Context: an optimization exercise on an open-source flow, tuned for small area and a short achievable clock period. The choices shown serve that exercise and are no tape-out recipe.
The RTL was checked by simulation tests, not by an equivalence proof against the original design.

// rand_range_mapper
module rand_range_mapper #(
   parameter int unsigned FIFO_DEPTH  = 16,
   parameter int unsigned ADDR_SIZE   = 4,
   parameter int unsigned RANGE_WIDTH = 16
) (
   input  logic                   clk,
   input  logic                   reset_n,
   input  logic [31:0]            rand_in,
   input  logic                   rand_in_valid,
   input  logic [RANGE_WIDTH-1:0] range_in,
   input  logic                   range_load,
   output logic                   busy,
   output logic [RANGE_WIDTH-1:0] out_data,
   output logic                   out_valid,
   input  logic                   out_ready,
   output logic [ADDR_SIZE:0]     fifo_level,
   output logic [15:0]            drop_count,
   output logic [15:0]            reject_count
);
==> flow/config.mk <==
export PLATFORM = sky130hd
export DESIGN_NAME = rand_range_mapper
export DESIGN_NICKNAME = rand_range_mapper
export VERILOG_FILES = /design/flow/design.v
export SDC_FILE = /design/flow/constraint.sdc
export NUM_CORES = 4
export LEC_CHECK = 0
export ABC_AREA = 1
export CAP_MARGIN = 20
export CORE_MARGIN = 2
export CORE_UTILIZATION = 40
export CTS_CLUSTER_DIAMETER = 60
export CTS_CLUSTER_SIZE = 25
export SLEW_MARGIN = 20
==> flow/constraint.sdc <==
create_clock -name core_clock -period 10.0 [get_ports {clk}]
set_input_delay 2.0000 -clock core_clock [delete_from_list [all_inputs] [get_ports {clk}]]
set_output_delay 2.0000 -clock core_clock [all_outputs]
set_load 0.01 [all_outputs]
standard.sh (not shown) runs the stock make flow with config.mk's settings and CLKGATE_MAP_FILE= SYNTH_SCRIPT=/design/flow/synth_recipe.tcl, a recipe that flattens the netlist after the stock synthesis.
==> flow/flow/run.sh <==
#!/bin/bash
# Own flow: the standard layout (standard.sh: standard synthesis, floorplan, place, CTS,
# route, finish), with two changes to how the layout is made:
#  - port buffers are buf_4 cells (buffer_ports -buffer_cell) instead of the default delay buffer;
#  - the timing repair steps aim for 6 ns of setup slack at the 10 ns clock (SETUP_SLACK_MARGIN).
# make's full output goes to flow_make.log here; each tool's own log is under orfs/logs/.
set -euo pipefail
export SETUP_SLACK_MARGIN=6
export BUFFER_PORTS_ARGS="-buffer_cell sky130_fd_sc_hd__buf_4"
bash standard.sh > flow_make.log 2>&1
The first run finished clean.
Then changed:
==> flow/run.sh (new file) <==
#!/bin/bash
# synth_recipe.tcl (not shown) runs the flow's synth.tcl, then flattens the netlist and writes it again
# the make line also repeats each setting of config.mk as NAME=value (left out here)
make -C /OpenROAD-flow-scripts/flow DESIGN_CONFIG=/design/flow/config.mk WORK_HOME=/design/flow/orfs CLKGATE_MAP_FILE= SYNTH_SCRIPT=/design/flow/synth_recipe.tcl finish
--- a/flow/config.mk
+++ b/flow/config.mk
@@ -10,5 +10,4 @@
 export CORE_MARGIN = 2
 export CORE_UTILIZATION = 40
-export CTS_CLUSTER_DIAMETER = 60
-export CTS_CLUSTER_SIZE = 25
+export SETUP_SLACK_MARGIN = 5
 export SLEW_MARGIN = 20
removed: flow/flow/run.sh
removed: flow/standard.sh
Setup slack gets worse by 1.0 ns; maximum frequency went down by 20%; worst hold slack gets worse by 0.012 ns.
Then changed:
--- a/flow/config.mk
+++ b/flow/config.mk
@@ -10,4 +10,6 @@
 export CORE_MARGIN = 2
 export CORE_UTILIZATION = 40
+export CTS_CLUSTER_DIAMETER = 60
+export CTS_CLUSTER_SIZE = 25
 export SETUP_SLACK_MARGIN = 5
 export SLEW_MARGIN = 20
=> Worst hold slack hardly moves.
Then changed:
==> flow/flow/run.sh (new file) <==
#!/bin/bash
# Own flow: the standard layout (standard.sh: standard synthesis, floorplan, place, CTS,
# route, finish), with two changes to how the layout is made:
#  - port buffers are buf_4 cells (buffer_ports -buffer_cell) instead of the default delay buffer;
#  - the timing repair steps aim for 5.75 ns of setup slack at the 10 ns clock (SETUP_SLACK_MARGIN).
# make's full output goes to flow_make.log here; each tool's own log is under orfs/logs/.
set -euo pipefail
export SETUP_SLACK_MARGIN=5.75
export BUFFER_PORTS_ARGS="-buffer_cell sky130_fd_sc_hd__buf_4"
bash standard.sh > flow_make.log 2>&1
==> flow/standard.sh (new file) <==
#!/bin/bash
# synth_recipe.tcl (not shown) runs the flow's synth.tcl, then flattens the netlist and writes it again
# the make line also repeats each setting of config.mk as NAME=value (left out here)
make -C /OpenROAD-flow-scripts/flow DESIGN_CONFIG=/design/flow/config.mk WORK_HOME=/design/flow/orfs CLKGATE_MAP_FILE= SYNTH_SCRIPT=/design/flow/synth_recipe.tcl "${@:-finish}"
--- a/flow/config.mk
+++ b/flow/config.mk
@@ -12,4 +12,3 @@
 export CTS_CLUSTER_DIAMETER = 60
 export CTS_CLUSTER_SIZE = 25
-export SETUP_SLACK_MARGIN = 5
 export SLEW_MARGIN = 20
removed: flow/run.sh
Outcome: Clock skew climbs by 0.0042 ns; synthesized area stays the same; setup slack improves by 0.77 ns; global-route usage climbs by 0.23 points; final area climbs by 0.62%; via count climbs by about 1.2%; sequential share of layout area drops by 0.27 points; maximum frequency climbs by about 19%; non-clock buffer count climbs by 19.

Starting RTL as in the previous note.
==> flow/config.mk <==
export PLATFORM = sky130hd
export DESIGN_NAME = rand_range_mapper
export DESIGN_NICKNAME = rand_range_mapper
export VERILOG_FILES = /design/flow/design.v
export SDC_FILE = /design/flow/constraint.sdc
export NUM_CORES = 4
export LEC_CHECK = 0
export ABC_AREA = 1
export CAP_MARGIN = 20
export CORE_MARGIN = 2
export CORE_UTILIZATION = 40
export CTS_CLUSTER_DIAMETER = 60
export CTS_CLUSTER_SIZE = 25
export SLEW_MARGIN = 20
export TNS_END_PERCENT = 10
==> flow/constraint.sdc <==
create_clock -name core_clock -period 10.0 [get_ports {clk}]
set_input_delay 2.0000 -clock core_clock [delete_from_list [all_inputs] [get_ports {clk}]]
set_output_delay 2.0000 -clock core_clock [all_outputs]
set_load 0.01 [all_outputs]
==> flow/flow/run.sh <==
#!/bin/bash
# Own flow: the standard layout (standard.sh: standard synthesis, floorplan, place, CTS,
# route, finish), with two changes to how the layout is made:
#  - port buffers are buf_4 cells (buffer_ports -buffer_cell) instead of the default delay buffer;
#  - the timing repair steps aim for 6 ns of setup slack at the 10 ns clock (SETUP_SLACK_MARGIN).
# make's full output goes to flow_make.log here; each tool's own log is under orfs/logs/.
set -euo pipefail
export SETUP_SLACK_MARGIN=6
export BUFFER_PORTS_ARGS="-buffer_cell sky130_fd_sc_hd__buf_4"
bash standard.sh > flow_make.log 2>&1
The baseline went through all stages and came out clean.
Rerun with:
- CTS_CLUSTER_DIAMETER: 60 -> not set
- CTS_CLUSTER_SIZE: 25 -> not set
- TNS_END_PERCENT: 10 -> not set
Cell count goes up by about 0.8%. Synthesized cell count is unchanged. Worst setup slack is better by 0.12 ns. Global-route usage climbs by 0.25 points. Routed wire length increases by about 1.5%.

==> afterwards: timing with drivers on the ports <==
Ports are ideal in the flow. The routed layouts listed here were re-timed in OpenROAD.
Step 1, drivers: a clkbuf_16 drives clk and a buf_2 each remaining input, both assumed.
Step 2, shift: input delay + t, output delay - t, t = (earliest + latest rising clock arrival at the registers) / 2. This alone moves slack from input paths to output paths.
Slacks: no drivers / after step 1 / after step 2; pairs: no drivers / after step 1.
run	t (ns)	slack for setup (ns)	worst data-port slew with drivers (ns)
the first run of note 1	0.704	6.013 / 6.014 / 5.314	0.10
the second run of note 1	0.732	5.013 / 5.055 / 4.324	0.06
the third run of note 1	0.738	5.054 / 5.100 / 4.363	0.06
the fourth run of note 1	0.719	5.827 / 5.871 / 5.152	0.13
the first run of note 2	0.724	5.912 / 5.939 / 5.236	0.09
the second run of note 2	0.720	6.027 / 6.060 / 5.348	0.10
After both steps every run listed still meets setup and hold. For the first run of note 1, which loses most, drivers alone change the setup slack by +0.001 ns; drivers and shift together by -0.699 ns.
